From an optimization exercise on the open Yosys and OpenROAD flow, aimed at small area, a short achievable clock period and few clock cycles per item; shortcuts taken in it are not production practice. Only simulation tests tie the RTL to the original design; equivalence was not proved.

## flow/flow/run.sh

```bash
#!/bin/bash
# The standard layout, with two changes to how it is made: the port buffers are the smallest
# buffer (buf_1) and timing repair aims for more setup slack than the clock period needs.
# make's full output goes to standard.log; each ORFS step logs under orfs/logs/.
set -euo pipefail
bash standard.sh \
  "BUFFER_PORTS_ARGS=-buffer_cell sky130_fd_sc_hd__buf_1" \
  "SETUP_SLACK_MARGIN=${FLOW_SETUP_MARGIN:-8.5}" \
  finish > standard.log 2>&1
```

## flow/standard.sh

```bash
#!/bin/bash
# synth_recipe.tcl (not shown) runs the flow's synth.tcl, then flattens the netlist and writes it again
# the make line also repeats each setting of config.mk as NAME=value (left out here)
make -C /OpenROAD-flow-scripts/flow DESIGN_CONFIG=/design/flow/config.mk WORK_HOME=/design/flow/orfs CLKGATE_MAP_FILE= SYNTH_SCRIPT=/design/flow/synth_recipe.tcl "${@:-finish}"
```

## flow/config.mk

```make
export PLATFORM = sky130hd
export DESIGN_NAME = blowfish_dec_iter
export DESIGN_NICKNAME = blowfish_dec_iter
export VERILOG_FILES = /design/flow/design.v
export SDC_FILE = /design/flow/constraint.sdc
export NUM_CORES = 4
export LEC_CHECK = 0
export CAP_MARGIN = 0
export CORE_MARGIN = 2
export CORE_UTILIZATION = 50
export CTS_BUF_LIST = sky130_fd_sc_hd__clkbuf_16
export CTS_CLUSTER_DIAMETER = 100
export CTS_CLUSTER_SIZE = 30
export SLEW_MARGIN = 0
```

## flow/constraint.sdc

```tcl
create_clock -name core_clock -period 12.5 [get_ports {clk}]
set_input_delay 2.5000 -clock core_clock [delete_from_list [all_inputs] [get_ports {clk}]]
set_output_delay 2.5000 -clock core_clock [all_outputs]
set_load 0.01 [all_outputs]
```

## flow/design.v

```verilog
package blowfish_pkg;
  localparam int unsigned NUM_ROUNDS = 16;
  localparam int unsigned KEY_WORDS  = 14;
  localparam logic [18*32-1:0] P_ARRAY = {
    32'h243f6a88, 32'h85a308d3, 32'h13198a2e, 32'h03707344,
    32'ha4093822, 32'h299f31d0, 32'h082efa98, 32'hec4e6c89,
    32'h452821e6, 32'h38d01377, 32'hbe5466cf, 32'h34e90c6c,
    32'hc0ac29b7, 32'hc97c50dd, 32'h3f84d5b5, 32'hb5470917,
    32'h9216d5d9, 32'h8979fb1b
  };
endpackage
module feistel_sbox (
  input  logic [31:0] x,
  output logic [15:0] s1h,
  output logic [15:0] s2h,
  output logic [15:0] s3h,
  output logic [31:0] s4,
  output logic [15:0] zl,
  output logic        cl
);
  function automatic logic [31:0] hi1(input logic [3:0] n);
    logic [15:0] tt [32];
    tt[0] = 16'h0000;
    tt[1] = 16'h0000;
    tt[2] = 16'h0000;
    tt[3] = 16'h0000;
    tt[4] = 16'haaaa;
    tt[5] = 16'hcccc;
    tt[6] = 16'hf0f0;
    tt[7] = 16'hff00;
    tt[8] = 16'haaaa;
    tt[9] = 16'h6666;
    tt[10] = 16'hb4b4;
    tt[11] = 16'h6d92;
    tt[12] = 16'he38e;
    tt[13] = 16'h4ad4;
    tt[14] = 16'h7318;
    tt[15] = 16'h294a;
    tt[16] = 16'h18c6;
    tt[17] = 16'hf83e;
    tt[18] = 16'h07fe;
    tt[19] = 16'h5554;
    tt[20] = 16'h3332;
    tt[21] = 16'h0f0e;
    tt[22] = 16'h00fe;
    tt[23] = 16'h5554;
    tt[24] = 16'h3332;
    tt[25] = 16'h0f0e;
    tt[26] = 16'haa54;
    tt[27] = 16'h3398;
    tt[28] = 16'hc3e0;
    tt[29] = 16'h56aa;
    tt[30] = 16'hce66;
    tt[31] = 16'h3e1e;
    for (int k = 0; k < 32; k++) hi1[k] = tt[k][n];
  endfunction
  function automatic logic [31:0] lo1(input logic [3:0] n);
    logic [15:0] tt [32];
    tt[0] = 16'haaaa;
    tt[1] = 16'hcccc;
    tt[2] = 16'hf0f0;
    tt[3] = 16'hff00;
    tt[4] = 16'haaaa;
    tt[5] = 16'h6666;
    tt[6] = 16'hb4b4;
    tt[7] = 16'h6d92;
    tt[8] = 16'he38e;
    tt[9] = 16'h4ad4;
    tt[10] = 16'h7318;
    tt[11] = 16'h294a;
    tt[12] = 16'h18c6;
    tt[13] = 16'hf83e;
    tt[14] = 16'h07fe;
    tt[15] = 16'h5554;
    tt[16] = 16'h3332;
    tt[17] = 16'h0f0e;
    tt[18] = 16'h00fe;
    tt[19] = 16'h5554;
    tt[20] = 16'h3332;
    tt[21] = 16'h0f0e;
    tt[22] = 16'haa54;
    tt[23] = 16'h3398;
    tt[24] = 16'hc3e0;
    tt[25] = 16'h56aa;
    tt[26] = 16'hce66;
    tt[27] = 16'h3e1e;
    tt[28] = 16'h01fe;
    tt[29] = 16'h5554;
    tt[30] = 16'h9998;
    tt[31] = 16'h4b4a;
    for (int k = 0; k < 32; k++) lo1[k] = tt[k][n];
  endfunction
  function automatic logic [31:0] hi2(input logic [3:0] n);
    logic [15:0] tt [32];
    tt[0] = 16'h0000;
    tt[1] = 16'h0000;
    tt[2] = 16'h0000;
    tt[3] = 16'h0000;
    tt[4] = 16'haaaa;
    tt[5] = 16'h6666;
    tt[6] = 16'hb4b4;
    tt[7] = 16'h6d92;
    tt[8] = 16'h4924;
    tt[9] = 16'h2492;
    tt[10] = 16'he38e;
    tt[11] = 16'h4ad4;
    tt[12] = 16'h7318;
    tt[13] = 16'h294a;
    tt[14] = 16'hb26c;
    tt[15] = 16'h96da;
    tt[16] = 16'hdb6c;
    tt[17] = 16'h1c70;
    tt[18] = 16'hb52a;
    tt[19] = 16'h8ce6;
    tt[20] = 16'h7c1e;
    tt[21] = 16'h03fe;
    tt[22] = 16'h5554;
    tt[23] = 16'h3332;
    tt[24] = 16'ha5a4;
    tt[25] = 16'h6c92;
    tt[26] = 16'he38e;
    tt[27] = 16'he07e;
    tt[28] = 16'h1ffe;
    tt[29] = 16'h5554;
    tt[30] = 16'h3332;
    tt[31] = 16'ha5a4;
    for (int k = 0; k < 32; k++) hi2[k] = tt[k][n];
  endfunction
  function automatic logic [31:0] lo2(input logic [3:0] n);
    logic [15:0] tt [32];
    tt[0] = 16'haaaa;
    tt[1] = 16'h6666;
    tt[2] = 16'hb4b4;
    tt[3] = 16'h6d92;
    tt[4] = 16'h4924;
    tt[5] = 16'h2492;
    tt[6] = 16'he38e;
    tt[7] = 16'h4ad4;
    tt[8] = 16'h7318;
    tt[9] = 16'h294a;
    tt[10] = 16'hb26c;
    tt[11] = 16'h96da;
    tt[12] = 16'hdb6c;
    tt[13] = 16'h1c70;
    tt[14] = 16'hb52a;
    tt[15] = 16'h8ce6;
    tt[16] = 16'h7c1e;
    tt[17] = 16'h03fe;
    tt[18] = 16'h5554;
    tt[19] = 16'h3332;
    tt[20] = 16'ha5a4;
    tt[21] = 16'h6c92;
    tt[22] = 16'he38e;
    tt[23] = 16'he07e;
    tt[24] = 16'h1ffe;
    tt[25] = 16'h5554;
    tt[26] = 16'h3332;
    tt[27] = 16'ha5a4;
    tt[28] = 16'hc638;
    tt[29] = 16'h07c0;
    tt[30] = 16'hf800;
    tt[31] = 16'haaaa;
    for (int k = 0; k < 32; k++) lo2[k] = tt[k][n];
  endfunction
  function automatic logic [31:0] hi3(input logic [3:0] n);
    logic [15:0] tt [32];
    tt[0] = 16'h0000;
    tt[1] = 16'h0000;
    tt[2] = 16'h0000;
    tt[3] = 16'h0000;
    tt[4] = 16'haaaa;
    tt[5] = 16'hcccc;
    tt[6] = 16'h5a5a;
    tt[7] = 16'h936c;
    tt[8] = 16'hb6da;
    tt[9] = 16'h71c6;
    tt[10] = 16'h5a94;
    tt[11] = 16'h6318;
    tt[12] = 16'h83e0;
    tt[13] = 16'h56aa;
    tt[14] = 16'hce66;
    tt[15] = 16'h3e1e;
    tt[16] = 16'hab54;
    tt[17] = 16'h9932;
    tt[18] = 16'h2da4;
    tt[19] = 16'h6492;
    tt[20] = 16'h4924;
    tt[21] = 16'h2492;
    tt[22] = 16'h4924;
    tt[23] = 16'h8e38;
    tt[24] = 16'ha56a;
    tt[25] = 16'h9ce6;
    tt[26] = 16'hd6b4;
    tt[27] = 16'h4d92;
    tt[28] = 16'h6924;
    tt[29] = 16'h2492;
    tt[30] = 16'h4924;
    tt[31] = 16'h8e38;
    for (int k = 0; k < 32; k++) hi3[k] = tt[k][n];
  endfunction
  function automatic logic [31:0] lo3(input logic [3:0] n);
    logic [15:0] tt [32];
    tt[0] = 16'haaaa;
    tt[1] = 16'hcccc;
    tt[2] = 16'h5a5a;
    tt[3] = 16'h936c;
    tt[4] = 16'hb6da;
    tt[5] = 16'h71c6;
    tt[6] = 16'h5a94;
    tt[7] = 16'h6318;
    tt[8] = 16'h83e0;
    tt[9] = 16'h56aa;
    tt[10] = 16'hce66;
    tt[11] = 16'h3e1e;
    tt[12] = 16'hab54;
    tt[13] = 16'h9932;
    tt[14] = 16'h2da4;
    tt[15] = 16'h6492;
    tt[16] = 16'h4924;
    tt[17] = 16'h2492;
    tt[18] = 16'h4924;
    tt[19] = 16'h8e38;
    tt[20] = 16'ha56a;
    tt[21] = 16'h9ce6;
    tt[22] = 16'hd6b4;
    tt[23] = 16'h4d92;
    tt[24] = 16'h6924;
    tt[25] = 16'h2492;
    tt[26] = 16'h4924;
    tt[27] = 16'h8e38;
    tt[28] = 16'h0fc0;
    tt[29] = 16'hf000;
    tt[30] = 16'haaaa;
    tt[31] = 16'h6666;
    for (int k = 0; k < 32; k++) lo3[k] = tt[k][n];
  endfunction
  function automatic logic [31:0] hi4(input logic [3:0] n);
    logic [15:0] tt [32];
    tt[0] = 16'h0000;
    tt[1] = 16'h0000;
    tt[2] = 16'h0000;
    tt[3] = 16'h0000;
    tt[4] = 16'haaaa;
    tt[5] = 16'h6666;
    tt[6] = 16'h1e1e;
    tt[7] = 16'h01fe;
    tt[8] = 16'h5554;
    tt[9] = 16'h3332;
    tt[10] = 16'ha5a4;
    tt[11] = 16'hc638;
    tt[12] = 16'had6a;
    tt[13] = 16'h9ce6;
    tt[14] = 16'hd6b4;
    tt[15] = 16'h4d92;
    tt[16] = 16'h6924;
    tt[17] = 16'h2492;
    tt[18] = 16'he38e;
    tt[19] = 16'he07e;
    tt[20] = 16'hb554;
    tt[21] = 16'h3998;
    tt[22] = 16'h6b4a;
    tt[23] = 16'hb26c;
    tt[24] = 16'h96da;
    tt[25] = 16'hdb6c;
    tt[26] = 16'hb6da;
    tt[27] = 16'h71c6;
    tt[28] = 16'hf03e;
    tt[29] = 16'h0ffe;
    tt[30] = 16'hfffe;
    tt[31] = 16'h5554;
    for (int k = 0; k < 32; k++) hi4[k] = tt[k][n];
  endfunction
  function automatic logic [31:0] lo4(input logic [3:0] n);
    logic [15:0] tt [32];
    tt[0] = 16'haaaa;
    tt[1] = 16'h6666;
    tt[2] = 16'h1e1e;
    tt[3] = 16'h01fe;
    tt[4] = 16'h5554;
    tt[5] = 16'h3332;
    tt[6] = 16'ha5a4;
    tt[7] = 16'hc638;
    tt[8] = 16'had6a;
    tt[9] = 16'h9ce6;
    tt[10] = 16'hd6b4;
    tt[11] = 16'h4d92;
    tt[12] = 16'h6924;
    tt[13] = 16'h2492;
    tt[14] = 16'he38e;
    tt[15] = 16'he07e;
    tt[16] = 16'hb554;
    tt[17] = 16'h3998;
    tt[18] = 16'h6b4a;
    tt[19] = 16'hb26c;
    tt[20] = 16'h96da;
    tt[21] = 16'hdb6c;
    tt[22] = 16'hb6da;
    tt[23] = 16'h71c6;
    tt[24] = 16'hf03e;
    tt[25] = 16'h0ffe;
    tt[26] = 16'hfffe;
    tt[27] = 16'h5554;
    tt[28] = 16'h9998;
    tt[29] = 16'h4b4a;
    tt[30] = 16'h926c;
    tt[31] = 16'h1c70;
    for (int k = 0; k < 32; k++) lo4[k] = tt[k][n];
  endfunction
  logic [31:0] s1_w;
  assign s1_w = (hi1(x[31:28]) + lo1(x[27:24])) ^ 32'h7f4a7c15;
  logic [31:0] s2_w;
  assign s2_w = (hi2(x[23:20]) + lo2(x[19:16])) ^ 32'h165667b1;
  logic [31:0] s3_w;
  assign s3_w = (hi3(x[15:12]) + lo3(x[11:8])) ^ 32'hd3a2646c;
  logic [31:0] s4_w;
  assign s4_w = (hi4(x[7:4]) + lo4(x[3:0])) ^ 32'hfd7046c5;
  logic [16:0] ql;
  assign ql  = {1'b0, s1_w[15:0]} + {1'b0, s2_w[15:0]};
  assign zl  = ql[15:0] ^ s3_w[15:0];
  assign cl  = ql[16];
  assign s1h = s1_w[31:16];
  assign s2h = s2_w[31:16];
  assign s3h = s3_w[31:16];
  assign s4  = s4_w;
endmodule
module feistel_mix (
  input  logic [15:0] s1h,
  input  logic [15:0] s2h,
  input  logic [15:0] s3h,
  input  logic [31:0] s4,
  input  logic [15:0] zl,
  input  logic        cl,
  output logic [31:0] f
);
  logic [15:0] zh;
  assign zh = (s1h + s2h + 16'(cl)) ^ s3h;
  assign f  = {zh, zl} + s4;
endmodule
module blowfish_dec_iter (
  input  logic         clk,
  input  logic         rst_n,
  input  logic         in_valid,
  output logic         in_ready,
  input  logic [63:0]  ct,
  input  logic [448:0] key,
  output logic         out_valid,
  input  logic         out_ready,
  output logic [63:0]  pt
);
  function automatic logic [31:0] kw(input logic [447:0] k, input int n);
    kw = k[32*(14-n) +: 32];
  endfunction
  function automatic logic [31:0] pc(input int n);
    pc = blowfish_pkg::P_ARRAY[32*(18-n) +: 32];
  endfunction
  function automatic logic [31:0] pr(input logic [3:0] r);
    pr = 32'd0;
    for (int i = 0; i < 16; i++) begin
      if (r == 4'(i)) pr = pc(16 - i);
    end
  endfunction
  logic [31:0] t1_q, u1_q;
  logic        v1_q, d1_q, f1_q, q1_q;
  logic [3:0]  c1_q;
  localparam int FLo = 16;
  logic [31-FLo:0] s1h_q, s2h_q, s3h_q;
  logic [FLo-1:0]  zl_q;
  logic            cl_q;
  logic [31:0]     s4_q, up2_q, tp2_q;
  logic        v2_q, d2_q, f2_q, q2_q;
  logic [3:0]  c2_q;
  logic [31:0] ring_q [28];
  logic [63:0] pt_q;
  logic        out_valid_q, ld_q, rdy_q, acc_seq_q, head_seq_q;
  logic        ld_d;
  logic [31-FLo:0] sb1h, sb2h, sb3h;
  logic [FLo-1:0]  sbzl;
  logic            sbcl;
  logic [31:0]     par, sb4, f, tn;
  logic        fin2, cand, leave, head_seq_d, out_valid_d;
  logic        unused_key_msb;
  assign unused_key_msb = key[448];
  assign par = ring_q[0] ^ pr(c1_q);
  feistel_sbox u_sbox (
    .x   (t1_q),
    .s1h (sb1h),
    .s2h (sb2h),
    .s3h (sb3h),
    .s4  (sb4),
    .zl  (sbzl),
    .cl  (sbcl)
  );
  always_ff @(posedge clk) begin
    s1h_q <= sb1h;
    s2h_q <= sb2h;
    s3h_q <= sb3h;
    s4_q  <= sb4;
    zl_q  <= sbzl;
    cl_q  <= sbcl;
    up2_q <= u1_q;
    tp2_q <= t1_q ^ (d1_q ? 32'd0 : par);
    c2_q  <= c1_q;
    d2_q  <= d1_q;
    f2_q  <= f1_q;
    q2_q  <= q1_q;
  end
  feistel_mix u_mix (
    .s1h (s1h_q),
    .s2h (s2h_q),
    .s3h (s3h_q),
    .s4  (s4_q),
    .zl  (zl_q),
    .cl  (cl_q),
    .f   (f)
  );
  assign tn   = d2_q ? up2_q : (up2_q ^ f);
  assign fin2 = !d2_q && (c2_q == 4'd15);
  assign cand = v2_q && (fin2 || (d2_q && f2_q)) && (q2_q == head_seq_q);
  assign leave = cand && (!out_valid_q || out_ready);
  assign head_seq_d  = head_seq_q ^ leave;
  assign out_valid_d = leave || (out_valid_q && !out_ready);
  always_ff @(posedge clk) begin
    if (ld_q) begin
      t1_q <= ct[63:32] ^ kw(key[447:0], 4) ^ pc(18);
      u1_q <= ct[31:0]  ^ kw(key[447:0], 3) ^ pc(17);
      c1_q <= 4'd0;
      d1_q <= 1'b0;
      f1_q <= 1'b0;
      q1_q <= acc_seq_q;
    end else begin
      t1_q <= tn;
      u1_q <= tp2_q;
      c1_q <= c2_q + 4'd1;
      d1_q <= d2_q || fin2;
      f1_q <= d2_q && !f2_q;
      q1_q <= q2_q;
    end
  end
  always_ff @(posedge clk) begin
    if (!rst_n) begin
      v1_q        <= 1'b0;
      v2_q        <= 1'b0;
      out_valid_q <= 1'b0;
      rdy_q       <= 1'b0;
      acc_seq_q   <= 1'b0;
      head_seq_q  <= 1'b0;
    end else begin
      v1_q        <= rdy_q ? in_valid : (v2_q && !leave);
      v2_q        <= v1_q;
      out_valid_q <= out_valid_d;
      acc_seq_q   <= acc_seq_q ^ (rdy_q && in_valid);
      head_seq_q  <= head_seq_d;
      rdy_q       <= ld_d;
    end
  end
  assign ld_d = !v1_q || (!d1_q && (c1_q == 4'd15) && (q1_q == head_seq_d) && !out_valid_d);
  always_ff @(posedge clk) begin
    ld_q <= ld_d;
  end
  always_ff @(posedge clk) begin
    if (leave) pt_q <= {tp2_q, tn};
  end
  always_ff @(posedge clk) begin
    for (int i = 0; i < 28; i++) begin
      if (i % 2 == 0 && ld_q) ring_q[i] <= kw(key[447:0], ((15 - i / 2) % 14) + 1);
      else                    ring_q[i] <= ring_q[(i + 1) % 28];
    end
  end
  assign in_ready  = rdy_q;
  assign out_valid = out_valid_q;
  assign pt        = pt_q;
endmodule
```

==> run_results.csv, run 1 <==
group,metric,value,unit
critical_path,cpMostUsedCell,"fa_2",
layout,fillCellCount,8115,
sta,max_freq,0.234,GHz
cts,clkTransAtPathRegs,120,ps
cts,clk_path_buf_depth,3,
placed_design,gp_congestion,0.935,
sta,final.setup.tns,0,ps
synth,synth.top_cell.area_share,49.7,%
grt,grt_pass1_vias,29600,
drt,drt_iter0_drc,1931,
synth,synth_common_cells,"1142 x dfxtp_1, 484 x mux2_2, 237 x ha_1, 236 x nor2_1, 235 x xnor2_1",
critical_path,crit_arrival,4830,ps
drt,drc,0,
layout,ff_latch_area,24900,sq um
sta,fin_worst_skew,29.0,ps
cts,clock_sinks,1206,
grt,grt_max_degree,174,
die,core_area,91400,sq um
sta,worstMarginPinSlew,1080,ps
critical_path,slowest_stage,"or3_1",
synth,synth_warnings,11,
status,status,"no timing/DRC/antenna violations",
die,initial_core_util,50.3,%
synth,synthArstFlopShare,0,%
cts,clock_latency,690,ps
critical_path,required,13060,ps
drt,dr.pass1.iters,5,
sta,finalHoldViolations,0,
synth,syn-cell-area,46000,sq um
sta,rsz0062_at_grt,"true",
layout,syn_to_final_growth,13.7,%
hold_path,holdCritPathClass,"flip-flop to flip-flop",
synth,synth_ff_type,"dfxtp_1",
grt,overflow,0,
synth,synth_area_leaders,"dfxtp_1 50%, mux2_2 12%, ha_1 6.5%",
critical_path,cp_slowest_stage_delay,400,ps
drt,ant_nets,0,
cts,cts_buffers,49,
grt,antenna_found_initial,49,
grt,grt.total_usage,25.7,%
sta,timing.max_slew.rel_slack,28.3,%
synth,avgSynthCellArea,11.3,sq um
synth,syn_inst,4068,
drt,dr_total_vias,30900,
cts,cts_max_level,2,
layout,fin_util,57.2,%
critical_path,path_cells,"fa_2 -> inv_2 -> fa_2 -> nor2b_1 -> o21ai_1 -> a21boi_1 -> o21ai_2 -> buf_4 -> nand2_4 -> xnor2_4 -> ha_4 -> a21o_1 -> a21oi_2 -> nor2b_4 -> o41a_1 -> a221oi_4 -> a311oi_2 -> xnor2_1 -> or3_1 -> nand2_1",
sta,slew_violations,0,
synth,syn_nets,4830,
placed_design,port_buffers,581,
grt,grt_pass1_wl,181000,um
die,rows,111,
die,chipWidth,307,um
placed_design,hpwl,97000,um
synth,ys_ff_latch,1206,
critical_path,crit_path_start_kind,"flip-flop",
critical_path,rr_startpoint,"cl_q",
sta,setup_viol,0,
synth,synth_top_area_cell,"dfxtp_1",
die,die_area,94400,sq um
synth,synth_cell_types,88,
critical_path,cp-end-kind,"flip-flop",
die,ioPinCount,583,
sta,period_share,34.1,%
hold_path,worstHoldStart,"ring_q[22][4]",
synth,synth_edf_count,64,
drt,wirelength,125000,um
layout,drive_gt1_share,18.3,%
critical_path,critPathMaxFanout,4,
layout,multi_input_area,21000,sq um
critical_path,critPathLaunch,"cl_q",
layout,nets,5413,
sta,min_period,4270,ps
synth,synth.most_common_cell,"dfxtp_1",
cts,cts_tree,"yes",
drt,vias_per_cell,5.26,
critical_path,crit_buf_inv,2,
critical_path,path_delay_family,"compound AO/OA/AOI/OAI gates",
drt,wl_per_cell,21.3,um
synth,yosysSeqAreaShare,53.9,%
cts,postCtsHoldBufs,0,
die,die_y,307,um
cts,clockRootBuffer,"clkbuf_16",
flow_run,maxCapViolCount,0,
critical_path,path_class,"flip-flop to flip-flop",
## cells in the final DEF (no fill, tap or decap), types with 34 or more instances in the layout
master,synthesis,layout
a21o_1,61,61
xnor2_1,235,224
mux2_2,484,484
buf_4,0,95
nand2_1,190,188
buf_1,11,581
xor2_1,111,107
o21ai_0,189,172
nand2b_1,47,47
nor2b_1,38,34
ha_1,237,211
a21oi_1,230,215
nor3_1,51,48
nand3_1,65,64
edfxtp_1,64,64
nor2_1,236,232
dfxtp_1,1142,1113
inv_1,101,91
clkbuf_16,0,49
## logic make-up after synthesis
| kind of cell | synth area share, % |
|---|---|
| flops | 53.9 |
| compound gates | 10.5 |
| simple gates | 7.69 |
| mux | 12.4 |
| fa+ha+maj | 6.80 |
| xor+xnor | 6.59 |
| buf+inv | 2.11 |
## sequential cells by signal (all words and copies together) (netlist names), 16 cells and up
signal	count
u1_q	32
pt_q	64
s1h_q	16
up2_q	32
zl_q	16
s3h_q	16
s2h_q	16
tp2_q	32
s4_q	32
t1_q	32
ring_q	896
## worst paths after layout
check             slack [ps]             to  cells past startpoint
hold reg to reg          310  ring_q[21][4]                      0
setup reg to reg        8230       pt_q[31]                     20
setup / recovery        8230       pt_q[31]                     20
hold / removal           310  ring_q[21][4]                      0
## worst reg2reg max path, delay by kind of cell (launching register included)
| family | cells | cell delay, ps |
|---|---|---|
| AOI/OAI and AO/OA | 8 | 1640 |
| DFF | 1 | 340 |
| adders and majority gates | 3 | 850 |
| xor gates and xnor gates | 2 | 430 |
| and+or+nand+nor | 5 | 670 |
| buffers and inverters | 2 | 210 |
## cell type report
type | count | share of cell area (%)
Clock buffer | 49 | 2.35
Multi-Input combinational cell | 2604 | 40.1
Sequential cell | 1206 | 47.5
Antenna cell | 18 | 0.0861
Clock inverter | 23 | 0.467
Tap cell | 1186 | 2.84
Timing Repair Buffer | 681 | 5.68
Inverter | 109 | 0.943
## per-layer routing
metal  vias up  part of all wire, %  GRT usage [%]
met5         -                 0.25              0
li1      15300                    -              -
met1     14600                   42           32.0
met3       195                  6.3           6.04
met4        54                  2.9           7.95
met2       757                   49           43.9
## repair_timing
| action | CTS | global route |
|---|---|---|
| buffers inserted | 38 | 46 |
| setup endpoints to repair | 66 | 47 |
| resized for setup | 147 | 79 |
| pin swaps | 39 | 41 |
## per-stage QoR
step	worst slack, ps	instances	hold slack, ps	instance area (sq um)
4_1_cts	8220	5812	315	51600
3_3_place_gp	7580	5702	310	49200
2_1_floorplan	8400	4068	310	46000
3_5_place_dp	7500	5702	312	49200
5_1_grt	8010	5870	322	52300
6_report	8230	5876	311	52300
Testbench counts, summed over its fixed seeds: cycles 5,168, items 320.
==> inputs of run 2 (changes only) <==
--- a/flow/flow/run.sh
+++ b/flow/flow/run.sh
@@ -5,5 +5,5 @@
 set -euo pipefail
 bash standard.sh \
   "BUFFER_PORTS_ARGS=-buffer_cell sky130_fd_sc_hd__buf_1" \
-  "SETUP_SLACK_MARGIN=${FLOW_SETUP_MARGIN:-8.5}" \
+  "SETUP_SLACK_MARGIN=${FLOW_SETUP_MARGIN:-8.75}" \
   finish > standard.log 2>&1
--- a/flow/config.mk
+++ b/flow/config.mk
@@ -7,7 +7,7 @@
 export LEC_CHECK = 0
 export CAP_MARGIN = 0
 export CORE_MARGIN = 2
-export CORE_UTILIZATION = 50
+export CORE_UTILIZATION = 60
 export CTS_BUF_LIST = sky130_fd_sc_hd__clkbuf_16
 export CTS_CLUSTER_DIAMETER = 100
 export CTS_CLUSTER_SIZE = 30
==> run 2 against run 1 <==
Hold slack improved by 9.0 ps. Non-clock buffer count is 60 higher. First-iteration DRC count rose by 12%. Critical path depth fell by 3. Highest routed layer unchanged.
==> run_results.csv, run 2 <==
group,metric,value,unit
grt,grt.total_usage,30.6,%
critical_path,r2r_slack,8300,ps
sta,slew_violations,0,
grt,antenna_found_initial,61,
grt,grt_pass1_vias,29400,
synth,yosysSeqAreaShare,53.9,%
drt,dr.pass1.iters,6,
hold_path,holdCritPathClass,"flip-flop to flip-flop",
critical_path,critPathLaunch,"s1h_q[0]",
synth,syn_nets,4830,
drt,drc,0,
synth,syn-cell-area,46000,sq um
synth,synth_top_area_cell,"dfxtp_1",
synth,synth_warnings,11,
sta,worstMarginPinSlew,1140,ps
critical_path,crit_path_end,"t1_q[31]",
die,rows,101,
drt,dr_total_vias,31600,
layout,top_register,"ring_q",
die,core_area,75900,sq um
cts,cts_buffers,48,
cts,clk_path_buf_depth,3,
cts,postCtsHoldBufs,0,
critical_path,r2r_cells,17,
synth,synth.top_cell.area_share,49.7,%
drt,wl_per_cell,21.8,um
die,chipWidth,281,um
drt,wirelength,126000,um
layout,final_common_cell,"dfxtp_1",
die,die_y,281,um
placed_design,hpwl,97000,um
die,initial_core_util,60.5,%
sta,setup_viol,0,
synth,synthArstFlopShare,0,%
layout,largest_reg_flops,896,
drt,vias_per_cell,5.45,
placed_design,port_buffers,581,
critical_path,critPathMaxFanout,6,
critical_path,rr_startpoint,"s1h_q[0]",
critical_path,crit_path_start_kind,"flip-flop",
placed_design,gp_congestion,0.946,
synth,synth_ff_type,"dfxtp_1",
cts,clkTransAtPathRegs,110,ps
layout,top_regs,"ring_q: 896 flops, pt_q: 64 flops",
cts,clockRootBuffer,"clkbuf_16",
drt,drt_iter0_drc,2169,
synth,avgSynthCellArea,11.3,sq um
grt,grt_pass1_wl,179000,um
drt,ant_nets,0,
sta,timing.max_slew.rel_slack,23.7,%
synth,synth.most_common_cell,"dfxtp_1",
grt,overflow,0,
sta,finalHoldViolations,0,
sta,max_freq,0.238,GHz
status,status,"no timing/DRC/antenna violations",
layout,drive_gt1_share,21.9,%
sta,period_share,33.6,%
critical_path,reg2reg_to,"t1_q[31]",
cts,cts_max_level,2,
critical_path,cp-end-kind,"flip-flop",
cts,cts_tree,"yes",
die,die_area,78800,sq um
grt,grt_max_degree,86,
cts,clock_latency,660,ps
die,ioPinCount,583,
synth,synth_common_cells,"1142 x dfxtp_1, 484 x mux2_2, 237 x ha_1, 236 x nor2_1, 235 x xnor2_1",
critical_path,crit_arrival,4770,ps
synth,synth_cell_types,88,
sta,min_period,4200,ps
layout,mostFrequentLayoutCells,"1112 x dfxtp_1, 540 x buf_1, 483 x mux2_2",
layout,nets,5472,
critical_path,path_class,"flip-flop to flip-flop",
layout,syn_to_final_growth,15.7,%
synth,syn_inst,4068,
synth,synth_area_leaders,"dfxtp_1 50%, mux2_2 12%, ha_1 6.5%",
critical_path,required,13070,ps
sta,rsz0062_at_grt,"true",
sta,final.setup.tns,0,ps
flow_run,maxCapViolCount,0,
sta,fin_worst_skew,28.0,ps
synth,synth_edf_count,64,
synth,ys_ff_latch,1206,
cts,clock_sinks,1206,
[run 2: cell counts after synthesis]
No cell type changed its count.
[run 2: kinds of logic (layout without fill, tap and decap cells)]
| kind of cell | Yosys count | in the layout | synth area share [%] |
|---|---|---|---|
| xor+xnor | 346 | 346 | 6.59 |
| simple gates | 745 | 745 | 7.69 |
| other cells | 0 | 29 | 0 |
| compound gates | 766 | 766 | 10.5 |
| fa+ha+maj | 245 | 245 | 6.80 |
| mux | 502 | 502 | 12.4 |
| buf+inv | 258 | 917 | 2.11 |
| flops | 1206 | 1206 | 53.9 |
[run 2: metal layers]
layer  track usage [%]  part of all wire, %  up-vias
met5                 0                 0.29        -
met4              9.43                  3.2       60
met3              7.39                  6.6      230
met2              51.1                   48      887
met1              39.1                   42    14900
li1                  -                    -    15400
[run 2: critical path: stages, from the launching register on]
cell      delay, ps
dfxtp_2         340
fa_2            410
a211oi_1        230
o21ai_1         130
o31a_1          310
a21oi_2         210
o21bai_1         90
a21oi_1         190
xnor2_1         180
ha_1            340
nor3_1          200
nor2_1           60
o41a_1          140
a221oi_2        330
a311oi_2        190
xnor2_2         240
or3_1           360
a31oi_1         160
[run 2: stage by stage]
step	hold slack (ps)	cell area [sq um]	worst slack, ps	cells	utilization, %
6_report	320	53200	8300	5786	70.0
3_3_place_gp	310	49100	7660	5551	64.6
2_1_floorplan	310	46000	8400	4068	-
5_1_grt	315	53100	8200	5777	70.0
3_5_place_dp	312	49100	7640	5551	64.6
4_1_cts	321	51800	8290	5703	68.3
[run 2: worst min-delay path by stage]
stage	from	end	slack (ps)	cells past startpoint
after floorplan	f1_q	f2_q	310	0
after global placement	ring_q[6][21]	ring_q[5][21]	310	0
after global routing	ring_q[20][5]	ring_q[19][5]	320	0
final	ring_q[18][4]	ring_q[17][4]	320	0
after CTS	ring_q[16][6]	ring_q[15][6]	320	0
after detailed placement	ring_q[12][14]	ring_q[11][14]	310	0
[run 2: final cells by class]
type | count | area (sq um)
well taps | 1030 | 1290
diodes | 29 | 72.6
clock buffers | 48 | 1200
fillers | 5837 | 22800
repair buffers | 741 | 3520
inverters | 109 | 518
multi-input cells | 2604 | 21500
clock inverters | 19 | 195
flip-flops and latches | 1206 | 24900
[run 2: what timing repair did]
action | in CTS | in global routing
endpoints found under the setup margin | 110 | 154
cloned | 0 | 0
pin swaps | 58 | 74
gates resized for setup | 205 | 209
buffers inserted | 85 | 54
endpoints found under the hold margin | 0 | 0
==> inputs of run 3 (changes only) <==
--- a/flow/flow/run.sh
+++ b/flow/flow/run.sh
@@ -5,5 +5,5 @@
 set -euo pipefail
 bash standard.sh \
   "BUFFER_PORTS_ARGS=-buffer_cell sky130_fd_sc_hd__buf_1" \
-  "SETUP_SLACK_MARGIN=${FLOW_SETUP_MARGIN:-8.75}" \
+  "SETUP_SLACK_MARGIN=${FLOW_SETUP_MARGIN:-9}" \
   finish > standard.log 2>&1
--- a/flow/config.mk
+++ b/flow/config.mk
@@ -12,3 +12,4 @@
 export CTS_CLUSTER_DIAMETER = 100
 export CTS_CLUSTER_SIZE = 30
 export SLEW_MARGIN = 0
+export TNS_END_PERCENT = 30
==> run 3 against run 2 <==
Sequential cell count stayed put. Global-route usage is 0.63 points higher. Critical path depth is 4 higher. Highest routed layer unchanged. Sequential share of layout area is 0.89 points lower. Die area stayed put. Synthesized area stayed put. Critical endpoint unchanged. Still clean on timing, DRC and antenna. Design area is 2.0% higher.
==> run_results.csv, run 3 <==
group,metric,value,unit
layout,final_area,54200,sq um
critical_path,path_cells,"fa_2 -> inv_2 -> fa_2 -> nor2b_1 -> o21ai_1 -> a21boi_1 -> o21ai_2 -> a21boi_2 -> buf_4 -> o21ai_4 -> nand2_1 -> xnor2_2 -> ha_4 -> nor2_1 -> nor2_1 -> o41a_1 -> a221oi_4 -> a311oi_2 -> xnor2_2 -> or3_4 -> a31oi_1",
critical_path,crit_arrival,4800,ps
grt,antenna_found_initial,52,
sta,period_share,33.7,%
sta,finalHoldViolations,0,
drt,drt_iter0_drc,2402,
sta,worstMarginPinSlew,1090,ps
synth,synth_ff_type,"dfxtp_1",
grt,grt_pass1_vias,30100,
synth,synth_warnings,11,
cts,clk_path_buf_depth,3,
hold_path,holdCritPathClass,"flip-flop to flip-flop",
grt,grt_pass1_wl,184000,um
layout,nets,5518,
grt,grt_max_degree,189,
placed_design,dpl_cell_area,49100,sq um
synth,synth_area_leaders,"dfxtp_1 50%, mux2_2 12%, ha_1 6.5%",
synth,syn_inst,4068,
synth,synth.top_cell.area_share,49.7,%
die,chipWidth,281,um
drt,dr_total_vias,31700,
layout,syn_to_final_growth,18.0,%
cts,cts_buffers,47,
die,core_area,75900,sq um
layout,mostFrequentLayoutCells,"1110 x dfxtp_1, 558 x buf_1, 483 x mux2_2",
critical_path,critPathMaxFanout,4,
drt,wl_per_cell,22.0,um
synth,syn_nets,4830,
sta,final.setup.tns,0,ps
cts,clock_latency,660,ps
die,rows,101,
synth,synth_top_area_cell,"dfxtp_1",
synth,ys_ff_latch,1206,
status,status,"no timing/DRC/antenna violations",
drt,wirelength,128000,um
synth,synth_common_cells,"1142 x dfxtp_1, 484 x mux2_2, 237 x ha_1, 236 x nor2_1, 235 x xnor2_1",
synth,synthArstFlopShare,0,%
synth,yosysSeqAreaShare,53.9,%
layout,finalNonFillerCells,5822,
die,initial_core_util,60.5,%
die,die_y,281,um
sta,fin_worst_skew,21.8,ps
die,die_area,78800,sq um
placed_design,port_buffers,581,
sta,worst_hold_slack,315,ps
critical_path,crit_buf_inv,2,
drt,drc,0,
synth,syn-cell-area,46000,sq um
synth,synth.most_common_cell,"dfxtp_1",
critical_path,path_class,"flip-flop to flip-flop",
sta,rsz0062_at_grt,"true",
critical_path,cp_slowest_stage_delay,420,ps
placed_design,hpwl,96900,um
critical_path,cp-end-kind,"flip-flop",
placed_design,gp_congestion,0.918,
cts,cts_tree,"yes",
critical_path,crit_path_start_kind,"flip-flop",
cts,clock_sinks,1206,
layout,final_common_cell,"dfxtp_1",
drt,dr.pass1.iters,5,
critical_path,slowest_stage,"fa_2",
cts,postCtsHoldBufs,0,
drt,ant_nets,0,
placed_design,placedCellCount,5548,
sta,timing.max_slew.rel_slack,27.0,%
drt,vias_per_cell,5.45,
synth,avgSynthCellArea,11.3,sq um
synth,synth_cell_types,88,
grt,grt.total_usage,31.2,%
layout,drive_gt1_share,24.2,%
critical_path,path_delay_family,"compound AO/OA/AOI/OAI gates",
die,ioPinCount,583,
sta,min_period,4210,ps
flow_run,maxCapViolCount,0,
critical_path,required,13090,ps
synth,synth_edf_count,64,
cts,clkTransAtPathRegs,110,ps
sta,setup_viol,0,
cts,cts_max_level,2,
sta,max_freq,0.237,GHz
layout,largest_reg_flops,896,
sta,slew_violations,0,
layout,top_regs,"ring_q: 896 flops, pt_q: 64 flops",
layout,top_register,"ring_q",
cts,clockRootBuffer,"clkbuf_16",
grt,overflow,0,
==> run 3: repair_timing <==
item                                    CTS  global route
gates resized for setup                 324           264
buffers inserted                        125            64
endpoints found under the setup margin  177           200
pin swaps                               133           143
==> run 3: cell families (layout without fill, tap and decap cells) <==
family,after synthesis,after routing,share of synthesized area [%]
buf+inv,258,963,2.11
xor+xnor,346,346,6.59
flops,1206,1206,53.9
other cells,0,19,0
compound gates,766,766,10.5
mux,502,502,12.4
simple gates,745,745,7.69
fa+ha+maj,245,245,6.80
==> run 3: final cells by class <==
cell class              count  area, sq um
flip-flops and latches   1206        24900
multi-input cells        2604        22100
fillers                  5674        21700
repair buffers            788         3980
well taps                1030         1290
clock buffers              49         1230
inverters                 109          509
clock inverters            17          153
diodes                     19         47.5
==> run 3: metrics by stage <==
step	util, %	setup slack (ps)
finish	71.4	8290
floorplan	-	8400
detailed placement	64.6	7540
CTS	69.3	8180
global placement	64.6	7550
global route	71.4	8090
==> run 3: per-layer routing <==
layer  vias up  wire, um  share of wire (%)  global-route usage, %
li1      15500         -                  -                      -
met2       836     60600                 47                   51.7
met4        56      4770                3.7                   11.2
met5         -       350               0.27                      0
met1     15100     53900                 42                   39.9
met3       244      8230                6.4                   7.17
==> run 3: worst register-to-register path, cell delays in order (launching register included) <==
cell	delay, ps
dfxtp_2	340
fa_2	420
inv_2	70
fa_2	190
nor2b_1	50
o21ai_1	150
a21boi_1	100
o21ai_2	170
a21boi_2	90
buf_4	140
o21ai_4	180
nand2_1	120
xnor2_2	200
ha_4	310
nor2_1	40
nor2_1	110
o41a_1	250
a221oi_4	100
a311oi_2	390
xnor2_2	200
or3_4	370
a31oi_1	160
==> run 3: final timing paths <==
path            startpoint             to  slack (ps)  cells past startpoint
min          ring_q[4][28]  ring_q[3][28]         320                      0
min reg2reg  ring_q[4][28]  ring_q[3][28]         320                      0
max reg2reg       s2h_q[0]       t1_q[31]        8290                     21
max               s2h_q[0]       t1_q[31]        8290                     21
==> inputs of run 4 (changes only) <==
--- a/flow/flow/run.sh
+++ b/flow/flow/run.sh
@@ -5,5 +5,5 @@
 set -euo pipefail
 bash standard.sh \
   "BUFFER_PORTS_ARGS=-buffer_cell sky130_fd_sc_hd__buf_1" \
-  "SETUP_SLACK_MARGIN=${FLOW_SETUP_MARGIN:-9}" \
+  "SETUP_SLACK_MARGIN=${FLOW_SETUP_MARGIN:-8.5}" \
   finish > standard.log 2>&1
==> run 4 against run 3 <==
Hold slack lost 4.4 ps. Critical path type unchanged. Still clean. Sequential share of layout area grew 1.8 points. Cell count shrank 1.8%. Critical path depth shrank 1. First-iteration DRC count shrank 7.0%. Design area shrank 3.8%. Sequential cell count is the same. Die area is the same.
==> run_results.csv, run 4 <==
group,metric,value,unit
status,status,"no timing/DRC/antenna violations",
layout,syn_to_final_growth,13.5,%
cts,cts_buffers,47,
sta,worstMarginPinSlew,1100,ps
synth,synthMuxAreaShare,12.4,%
critical_path,r2r_cells,20,
grt,grt_pass1_wl,181000,um
critical_path,rr_startpoint,"s2h_q[0]",
sta,max_freq,0.238,GHz
critical_path,critPathMaxFanout,3,
layout,drive_gt1_share,18.5,%
sta,fin_ws,8290,ps
grt,antenna_found_initial,54,
sta,min_period,4210,ps
cts,postCtsHoldBufs,0,
cts,clock_sinks,1206,
synth,synthAdderAreaFrac,6.80,%
critical_path,r2r_slack,8290,ps
critical_path,path_class,"flip-flop to flip-flop",
critical_path,cp-end-kind,"flip-flop",
synth,synth_compound_area_share,10.5,%
placed_design,hpwl,96900,um
sta,finalHoldViolations,0,
critical_path,required,13060,ps
critical_path,crit_arrival,4770,ps
flow_run,maxCapViolCount,0,
layout,largest_reg_flops,896,
sta,period_share,33.7,%
synth,synthSimpleGateAreaFrac,7.69,%
synth,synth.most_common_cell,"dfxtp_1",
synth,yosysSeqAreaShare,53.9,%
drt,dr.pass1.iters,6,
drt,drt_iter0_drc,2235,
synth,synth_common_cells,"1142 x dfxtp_1, 484 x mux2_2, 237 x ha_1, 236 x nor2_1, 235 x xnor2_1",
grt,grt_pass1_vias,29300,
die,die_area,78800,sq um
cts,clock_latency,670,ps
placed_design,port_buffers,581,
drt,ant_nets,0,
synth,syn_nets,4830,
sta,final.setup.tns,0,ps
layout,final_common_cell,"dfxtp_1",
grt,grt_max_degree,189,
drt,vias_per_cell,5.44,
hold_path,min_path_cells,0,
hold_path,holdCritPathClass,"flip-flop to flip-flop",
drt,wl_per_cell,21.9,um
layout,fillCellCount,5927,
sta,slew_violations,0,
synth,synth.top_cell.area_share,49.7,%
sta,rsz0062_at_grt,"true",
placed_design,dp_worst_setup_slack,7540,ps
hold_path,worstHoldStart,"ring_q[4][28]",
layout,top_regs,"ring_q: 896 flops, pt_q: 64 flops",
sta,setup_viol,0,
synth,syn-cell-area,46000,sq um
grt,overflow,0,
die,initial_core_util,60.5,%
synth,synth_top_family_by_area,"multiplexers",
drt,wirelength,125000,um
cts,cts_max_level,2,
sta,fin_worst_skew,25.5,ps
cts,clkTransAtPathRegs,110,ps
critical_path,crit_path_start_kind,"flip-flop",
layout,nets,5412,
synth,synth_ff_type,"dfxtp_1",
synth,synth_cell_types,88,
synth,synth_top_area_cell,"dfxtp_1",
cts,clockRootBuffer,"clkbuf_16",
synth,synth_warnings,11,
synth,synthArstFlopShare,0,%
layout,mostFrequentLayoutCells,"1113 x dfxtp_1, 581 x buf_1, 483 x mux2_2",
die,ioPinCount,583,
placed_design,gp_congestion,0.918,
drt,drc,0,
hold_path,whs_endpoint,"ring_q[3][28]",
critical_path,reg2reg_to,"t1_q[29]",
sta,timing.max_slew.rel_slack,26.6,%
drt,dr_total_vias,31100,
die,core_area,75900,sq um
synth,ys_ff_latch,1206,
die,chipWidth,281,um
die,die_y,281,um
layout,top_register,"ring_q",
synth,avgSynthCellArea,11.3,sq um
cts,clk_path_buf_depth,3,
synth,syn_inst,4068,
synth,synth_edf_count,64,
cts,cts_tree,"yes",
grt,grt.total_usage,30.7,%
synth,synth_xor_area_share,6.59,%
die,rows,101,
synth,synth_area_leaders,"dfxtp_1 50%, mux2_2 12%, ha_1 6.5%",
[run 4: cell counts after synthesis]
Identical to the previous run, type by type.
[run 4: worst max path at each step]
stage / from / endpoint / slack [ps] / depth (start not counted)
5_1_grt: s2h_q[0] / t1_q[29] / 8100 / 20
2_1_floorplan: out_ready / v1_q / 8400 / 4
3_5_place_dp: t1_q[16] / cl_q / 7540 / 18
4_1_cts: s1h_q[0] / t1_q[31] / 8180 / 21
3_3_place_gp: t1_q[16] / zl_q[15] / 7550 / 18
6_report: s2h_q[0] / t1_q[29] / 8290 / 20
[run 4: worst max-delay path, stage by stage, from the launching register on]
cell      delay (ps)
dfxtp_2          340
fa_2             420
inv_2             70
fa_2             190
nor2b_1           50
o21ai_1          150
a21boi_1         100
o21ai_2          170
nand2_2          100
xnor2_2          140
ha_1             300
a21o_1           180
a21oi_2          170
nor2b_4           60
o41a_1           370
a221oi_4         330
buf_4            180
nand3_4           80
a21oi_4          290
xor2_2           120
mux2_4           280
[run 4: through the flow]
stage / area [sq um] / utilization, % / instances / hold WS [ps]
final: 52200 / 68.7 / 5716 / 311
after global routing: 52100 / 68.7 / 5711 / 321
after CTS: 51200 / 67.4 / 5654 / 315
after detailed placement: 49100 / 64.6 / 5548 / 312
after global placement: 49100 / 64.6 / 5548 / 310
after floorplan: 46000 / - / 4068 / 310
[run 4: timing repair]
| item | CTS | global route |
|---|---|---|
| gates resized for setup | 131 | 123 |
| endpoints found under the setup margin | 74 | 52 |
| pin swaps | 48 | 75 |
| setup buffers | 40 | 43 |
[run 4: routing by layer]
layer	up-vias	part of all wire (%)	GRT usage (%)
li1	15300	-	-
met1	14700	42	39.5
met2	841	48	51.0
met3	218	6.7	7.12
met4	60	3.1	9.91
met5	-	0.29	0
[run 4: cell type report]
class / instances / area, sq um / area share, %
clock buffers: 49 / 1230 / 2.35
well taps: 1030 / 1290 / 2.47
flip-flops and latches: 1206 / 24900 / 47.7
clock inverters: 17 / 153 / 0.293
diodes: 19 / 47.5 / 0.0912
multi-input cells: 2604 / 21100 / 40.5
inverters: 109 / 494 / 0.948
repair buffers: 682 / 2990 / 5.73
[run 4: kinds of logic (layout without fill, tap and decap cells)]
| kind of cell | after synthesis | count (layout) |
|---|---|---|
| flops | 1206 | 1206 |
| compound gates | 766 | 766 |
| simple gates | 745 | 745 |
| mux | 502 | 502 |
| xor+xnor | 346 | 346 |
| buf+inv | 258 | 857 |
| fa+ha+maj | 245 | 245 |
| other cells | 0 | 19 |
==> inputs of run 5 (changes only) <==
--- a/flow/config.mk
+++ b/flow/config.mk
@@ -5,6 +5,7 @@
 export SDC_FILE = /design/flow/constraint.sdc
 export NUM_CORES = 4
 export LEC_CHECK = 0
+export ABC_AREA = 1
 export CAP_MARGIN = 0
 export CORE_MARGIN = 2
 export CORE_UTILIZATION = 60
==> run 5 against run 4 <==
Design area up 1.3%. Largest cell class unchanged. Clock skew up 27 ps. Still clean on timing, DRC and antenna. Synthesized area up 3.4%. Sequential cell count unchanged.
==> run_results.csv, run 5 <==
group,metric,value,unit
critical_path,r2r_cells,12,
drt,drc,0,
placed_design,port_buffers,581,
cts,clockRootBuffer,"clkbuf_16",
critical_path,path_delay_family,"flip-flops",
die,core_area,78700,sq um
sta,min_period,3940,ps
hold_path,whs_endpoint,"up2_q[13]",
synth,yosysSeqAreaShare,52.2,%
drt,dr_total_vias,39400,
synth,synth_area_leaders,"dfxtp_1 48%, nand2_1 17%, ha_1 6.2%",
drt,dr.pass1.iters,6,
critical_path,crit_arrival,1440,ps
die,ioPinCount,583,
drt,wirelength,153000,um
cts,cts_tree,"yes",
sta,timing.max_slew.rel_slack,16.9,%
critical_path,crit_buf_inv,1,
placed_design,hpwl,123000,um
sta,rsz0062_at_grt,"true",
critical_path,required,10000,ps
sta,slew_violations,0,
sta,final.setup.tns,0,ps
grt,grt_pass1_wl,221000,um
layout,final_area,52800,sq um
synth,syn_inst,5798,
critical_path,path_cells,"buf_1",
grt,grt.total_usage,36.3,%
placed_design,gp_congestion,1.02,
cts,cts_max_level,2,
layout,mostFrequentLayoutCells,"2119 x nand2_1, 1120 x dfxtp_1, 581 x buf_1",
grt,grt_pass1_vias,36300,
hold_path,worstHoldStart,"u1_q[13]",
die,die_y,285,um
synth,synth.most_common_cell,"nand2_1",
sta,fin_worst_skew,52.8,ps
sta,worstMarginPinSlew,1230,ps
layout,syn_to_final_growth,11.2,%
synth,avgSynthCellArea,8.20,sq um
sta,setup_viol,0,
layout,fin_util,67.1,%
critical_path,slowest_stage,"edfxtp_1",
die,rows,103,
synth,synth.top_cell.area_share,48.1,%
die,die_area,81500,sq um
drt,wl_per_cell,20.7,um
critical_path,reg2reg_to,"pt_q[18]",
layout,top_register,"ring_q",
synth,synth_ff_type,"dfxtp_1",
sta,max_freq,0.254,GHz
die,chipWidth,285,um
synth,syn-cell-area,47500,sq um
layout,nets,7063,
layout,top_regs,"ring_q: 896 flops, pt_q: 64 flops",
critical_path,rr_startpoint,"s1h_q[0]",
layout,largest_reg_flops,896,
cts,clock_sinks,1206,
synth,syn_nets,6560,
grt,grt_max_degree,206,
layout,fillCellCount,6646,
grt,overflow,0,
sta,worst_hold_slack,311,ps
synth,synth_top_area_cell,"dfxtp_1",
hold_path,min_path_cells,0,
synth,synth_edf_count,64,
synth,synth_cell_types,62,
die,initial_core_util,60.3,%
critical_path,critPathMaxFanout,1,
grt,antenna_found_initial,36,
drt,vias_per_cell,5.33,
critical_path,r2r_slack,8590,ps
cts,clock_latency,670,ps
critical_path,crit_path_start_kind,"flip-flop",
critical_path,cp_slowest_stage_delay,580,ps
status,status,"no timing/DRC/antenna violations",
critical_path,path_class,"flip-flop to output port",
layout,drive_gt1_share,4.37,%
synth,synthArstFlopShare,0,%
flow_run,maxCapViolCount,0,
hold_path,holdCritPathClass,"flip-flop to flip-flop",
sta,finalHoldViolations,0,
placed_design,dpl_cell_area,50500,sq um
drt,ant_nets,0,
cts,clkTransAtPathRegs,110,ps
layout,final_common_cell,"nand2_1",
synth,ys_ff_latch,1206,
cts,postCtsHoldBufs,0,
synth,synth_warnings,11,
critical_path,cp-end-kind,"output port",
drt,drt_iter0_drc,3920,
synth,synth_common_cells,"2125 x nand2_1, 1142 x dfxtp_1, 455 x inv_1, 289 x nor2_1, 283 x o21ai_0",
cts,cts_buffers,52,
cts,clk_path_buf_depth,3,
sta,period_share,31.5,%
run 5: changes by cell type after synthesis, sizes merged, moves of 69 or more:
cell / before / now
nand2: 190 / 2146
nand3: 66 / 135
o21ai: 200 / 299
xnor2: 235 / 108
mux2: 484 / 0
inv: 104 / 462
run 5: how the worst max path moves through the flow:
stage	start	to	cells after the start
2_1_floorplan	out_ready	rdy_q	7
3_3_place_gp	t1_q[16]	zl_q[14]	23
3_5_place_dp	t1_q[16]	zl_q[14]	21
4_1_cts	t1_q[8]	zl_q[14]	17
5_1_grt	t1_q[20]	zl_q[14]	21
6_report	pt_q[54]	pt[54]	1
run 5: metal layers:
layer  share of wire [%]  vias up  GRT usage, %
met3                 7.6      290          5.77
met5                0.10        -             0
met4                 4.8       24          14.8
met2                  45     1570          58.7
li1                    -    19300             -
met1                  42    18200          48.9
run 5: layout make-up:
| class | instances | area [sq um] | area share (%) |
|---|---|---|---|
| antenna | 21 | 52.6 | 0.0995 |
| clock buffer | 52 | 1300 | 2.46 |
| clock inverter | 24 | 330 | 0.625 |
| inverter | 465 | 1790 | 3.39 |
| multi-input combinational | 3954 | 20700 | 39.1 |
| sequential | 1206 | 24800 | 47.0 |
| tap | 1050 | 1310 | 2.49 |
| timing repair buffer | 620 | 2510 | 4.75 |
| timing repair inverter | 2 | 12.5 | 0.0237 |
run 5: logic make-up (layout without fill, tap and decap cells):
| group | after synthesis | after routing | synth area share, % |
|---|---|---|---|
| simple gates | 2715 | 2715 | 22.7 |
| flops | 1206 | 1206 | 52.2 |
| compound gates | 715 | 715 | 8.34 |
| buf+inv | 638 | 1163 | 5.10 |
| xor+xnor | 279 | 279 | 5.14 |
| fa+ha+maj | 245 | 245 | 6.58 |
| other cells | 0 | 21 | 0 |
run 5: worst register-to-register path, stage by stage (launching register included):
cell	delay (ps)
dfxtp_1	330
fa_1	440
inv_1	80
fa_1	440
xnor2_1	330
ha_1	350
a21oi_1	280
nand2_1	150
a21oi_1	260
nand3_1	120
nand2_1	70
nand3_1	200
xor2_1	570
run 5: what timing repair did:
item                       in CTS  in global routing
gates resized for setup        48                 80
cloned                          1                  1
setup buffers                  13                 15
setup endpoints to repair      23                 38
pin swaps                       4                 10
run 5: metrics by stage:
step	setup WS [ps]	cells
after floorplan	8360	5798
after global placement	7640	7267
after detailed placement	7610	7267
after CTS	8440	7357
after global routing	8380	7389
final	8560	7394
==> inputs of run 6 (changes only) <==
--- a/flow/design.v
+++ b/flow/design.v
@@ -332,8 +332,10 @@
   input  logic        cl,
   output logic [31:0] f
 );
+  logic [16:0] qh;
   logic [15:0] zh;
-  assign zh = (s1h + s2h + 16'(cl)) ^ s3h;
+  assign qh = {s1h, 1'b1} + {s2h, cl};
+  assign zh = qh[16:1] ^ s3h;
   assign f  = {zh, zl} + s4;
 endmodule
 module blowfish_dec_iter (
--- a/flow/config.mk
+++ b/flow/config.mk
@@ -5,7 +5,6 @@
 export SDC_FILE = /design/flow/constraint.sdc
 export NUM_CORES = 4
 export LEC_CHECK = 0
-export ABC_AREA = 1
 export CAP_MARGIN = 0
 export CORE_MARGIN = 2
 export CORE_UTILIZATION = 60
==> run 6 against run 5 <==
First-iteration DRC count is 39% lower. Setup slack got worse by 330 ps. Global-route usage fell by 6.4 points. Utilization grew 1.1 points. Critical path type is now flip-flop to flip-flop. Die area decreased by 4.0%.
==> run_results.csv, run 6 <==
group,metric,value,unit
status,status,"no timing/DRC/antenna violations",
synth,synth_cell_types,79,
synth,synth_common_cells,"1142 x dfxtp_1, 478 x mux2_2, 247 x a21oi_1, 239 x xnor2_1, 238 x ha_1",
sta,rsz0062_at_grt,"true",
drt,drt_iter0_drc,2399,
synth,synthArstFlopShare,0,%
critical_path,required,12900,ps
critical_path,path_delay_family,"simple AND/OR/NAND/NOR gates",
drt,wl_per_cell,21.7,um
layout,final_common_cell,"dfxtp_1",
synth,synth.most_common_cell,"dfxtp_1",
die,rows,101,
die,ioPinCount,583,
grt,grt_max_degree,188,
die,die_y,280,um
drt,ant_nets,0,
drt,vias_per_cell,5.44,
grt,grt.total_usage,29.9,%
critical_path,path_class,"flip-flop to flip-flop",
placed_design,dp_worst_setup_slack,7400,ps
critical_path,critPathMaxFanout,5,
placed_design,port_buffers,581,
sta,min_period,4270,ps
drt,wirelength,122000,um
grt,antenna_found_initial,61,
sta,timing.max_slew.rel_slack,28.5,%
sta,setup_viol,0,
placed_design,dpl_cell_area,48600,sq um
grt,overflow,0,
die,initial_core_util,60.3,%
cts,cts_buffers,48,
layout,mostFrequentLayoutCells,"1115 x dfxtp_1, 581 x buf_1, 476 x mux2_2",
synth,ys_ff_latch,1206,
sta,max_freq,0.234,GHz
die,die_area,78200,sq um
critical_path,cp-end-kind,"flip-flop",
placed_design,gp_congestion,0.951,
synth,synth.top_cell.area_share,50.2,%
cts,clk_path_buf_depth,3,
sta,period_share,34.1,%
grt,grt_pass1_vias,29100,
synth,synth_edf_count,64,
grt,grt_pass1_wl,176000,um
layout,top_regs,"ring_q: 896 flops, pt_q: 64 flops",
sta,fin_ws,8230,ps
cts,clock_sinks,1206,
layout,largest_reg_flops,896,
die,core_area,75600,sq um
synth,synth_top_area_cell,"dfxtp_1",
drt,dr_total_vias,30500,
critical_path,crit_path_start_kind,"flip-flop",
synth,synth_area_leaders,"dfxtp_1 50%, mux2_2 12%, ha_1 6.5%",
sta,fin_worst_skew,40.6,ps
sta,worstMarginPinSlew,1070,ps
cts,clockRootBuffer,"clkbuf_16",
critical_path,crit_buf_inv,1,
drt,drc,0,
layout,drive_gt1_share,17.9,%
sta,worst_hold_slack,321,ps
placed_design,placedCellCount,5448,
synth,synth_ff_type,"dfxtp_1",
critical_path,slowest_stage,"xor2_1",
cts,clock_latency,650,ps
sta,slew_violations,0,
synth,syn_nets,4787,
hold_path,holdCritPathClass,"flip-flop to flip-flop",
critical_path,crit_arrival,4670,ps
layout,nets,5359,
synth,yosysSeqAreaShare,54.4,%
layout,finalNonFillerCells,5615,
flow_run,maxCapViolCount,0,
placed_design,hpwl,94500,um
synth,synth_warnings,11,
cts,cts_tree,"yes",
critical_path,path_cells,"ha_4 -> a21o_1 -> a21o_1 -> buf_4 -> xnor2_1 -> ha_1 -> nand2_1 -> nor4_2 -> o21ai_0 -> nand2_1 -> o21bai_1 -> o31ai_1 -> a21oi_1 -> xor2_1 -> or3_1 -> nand2_1",
sta,finalHoldViolations,0,
die,chipWidth,280,um
synth,avgSynthCellArea,11.3,sq um
layout,top_register,"ring_q",
layout,final_area,51600,sq um
critical_path,cp_slowest_stage_delay,540,ps
drt,dr.pass1.iters,8,
cts,clkTransAtPathRegs,110,ps
synth,syn-cell-area,45600,sq um
critical_path,cpMostUsedCell,"nand2_1",
sta,final.setup.tns,0,ps
layout,syn_to_final_growth,13.1,%
cts,cts_max_level,2,
synth,syn_inst,4025,
[run 6: changes by cell type in the layout (fill, tap and decap cells not counted), moves of 81 or more]
cell,before,now
nand2_1,2119,206
mux2_2,0,476
inv_1,450,88
xnor2_1,102,230
o21ai_0,272,171
nand3_1,132,51
[run 6: metrics by stage]
step,utilization (%)
after floorplan,-
after CTS,67.5
after global routing,68.2
after global placement,64.3
final,68.2
after detailed placement,64.3
[run 6: cell type report]
class | count | area [sq um]
Clock inverter | 16 | 179
Tap cell | 978 | 1220
Clock buffer | 48 | 1200
Sequential cell | 1206 | 24900
Timing Repair Buffer | 677 | 2930
Antenna cell | 26 | 65.1
Fill cell | 5951 | 24000
Inverter | 108 | 485
Multi-Input combinational cell | 2556 | 20600
[run 6: repair_timing]
action / 4_1_cts / 5_1_grt
resized for setup: 174 / 67
pin swaps: 46 / 36
buffers inserted: 54 / 23
hold buffers: 0 / 0
endpoints found under the setup margin: 85 / 54
[run 6: worst paths after layout]
kind,start,to,slack [ps],cells after the start
max,s1h_q[0],pt_q[27],8230,16
min,ring_q[26][27],ring_q[25][27],320,0
max reg2reg,s1h_q[0],pt_q[27],8230,16
min reg2reg,ring_q[26][27],ring_q[25][27],320,0
[run 6: metal layers]
layer / GRT usage [%] / routed length (um) / part of all wire [%]
met4: 9.97 / 3900 / 3.2
met1: 37.6 / 50600 / 42
met5: 0 / 433 / 0.36
met3: 7.84 / 8460 / 7.0
met2: 50.1 / 58100 / 48
[run 6: kinds of logic after synthesis]
family | share of synthesized area, %
AND/OR/NAND/NOR | 7.02
AO/OA/AOI/OAI | 10.3
XOR/XNOR | 6.80
buffers and inverters | 2.17
multiplexers | 12.4
flip-flops | 54.4
adder cells (fa/ha/maj) | 6.84
[run 6: worst register-to-register path: stages (launching register included)]
cell and delay [ps]:
dfxtp_2 350, ha_4 230, a21o_1 150, a21o_1 180, buf_4 140, xnor2_1 140, ha_1 400, nand2_1 260
nor4_2 370, o21ai_0 140, nand2_1 220, o21bai_1 180, o31ai_1 320, a21oi_1 130, xor2_1 540, or3_1 220
nand2_1 50
Testbench counts of run 6, summed over its fixed seeds: cycles 5,168, items 320.

[what the ideal ports hide]
No port has a modelled driver above. Below, the same layouts with a new extraction and two added sets of constraints. Step 1: set_driving_cell puts a clkbuf_16 on clk and a buf_2 on each other input, an assumption about the parent block. Step 2, shift: input delay + t, output delay - t, t = (earliest + latest rising clock arrival at the registers) / 2. This alone moves slack from input paths to output paths. Slacks: no drivers / after step 1 / after step 2; pairs: no drivers / after step 1.
run | t, ns | slack for setup (ns) | hold slack, ns | slew at the worst register clock pin (ns)
run 1 | 0.754 | 8.234 / 8.234 / 8.196 | 0.311 / 0.311 / 0.311 | 0.12 / 0.12
run 2 | 0.716 | 8.300 / 8.300 / 8.243 | 0.320 / 0.320 / 0.320 | 0.11 / 0.11
run 3 | 0.718 | 8.286 / 8.286 / 8.232 | 0.315 / 0.315 / 0.315 | 0.12 / 0.12
run 4 | 0.722 | 8.292 / 8.292 / 8.228 | 0.311 / 0.311 / 0.311 | 0.12 / 0.12
run 5 | 0.721 | 8.558 / 8.480 / 8.004 | 0.311 / 0.311 / 0.311 | 0.12 / 0.12
run 6 | 0.698 | 8.232 / 8.232 / 8.215 | 0.321 / 0.321 / 0.321 | 0.12 / 0.12
After both steps setup and hold are still met in every run listed. For run 5, which loses most, drivers alone change the setup slack by -0.078 ns; drivers and shift together by -0.554 ns.
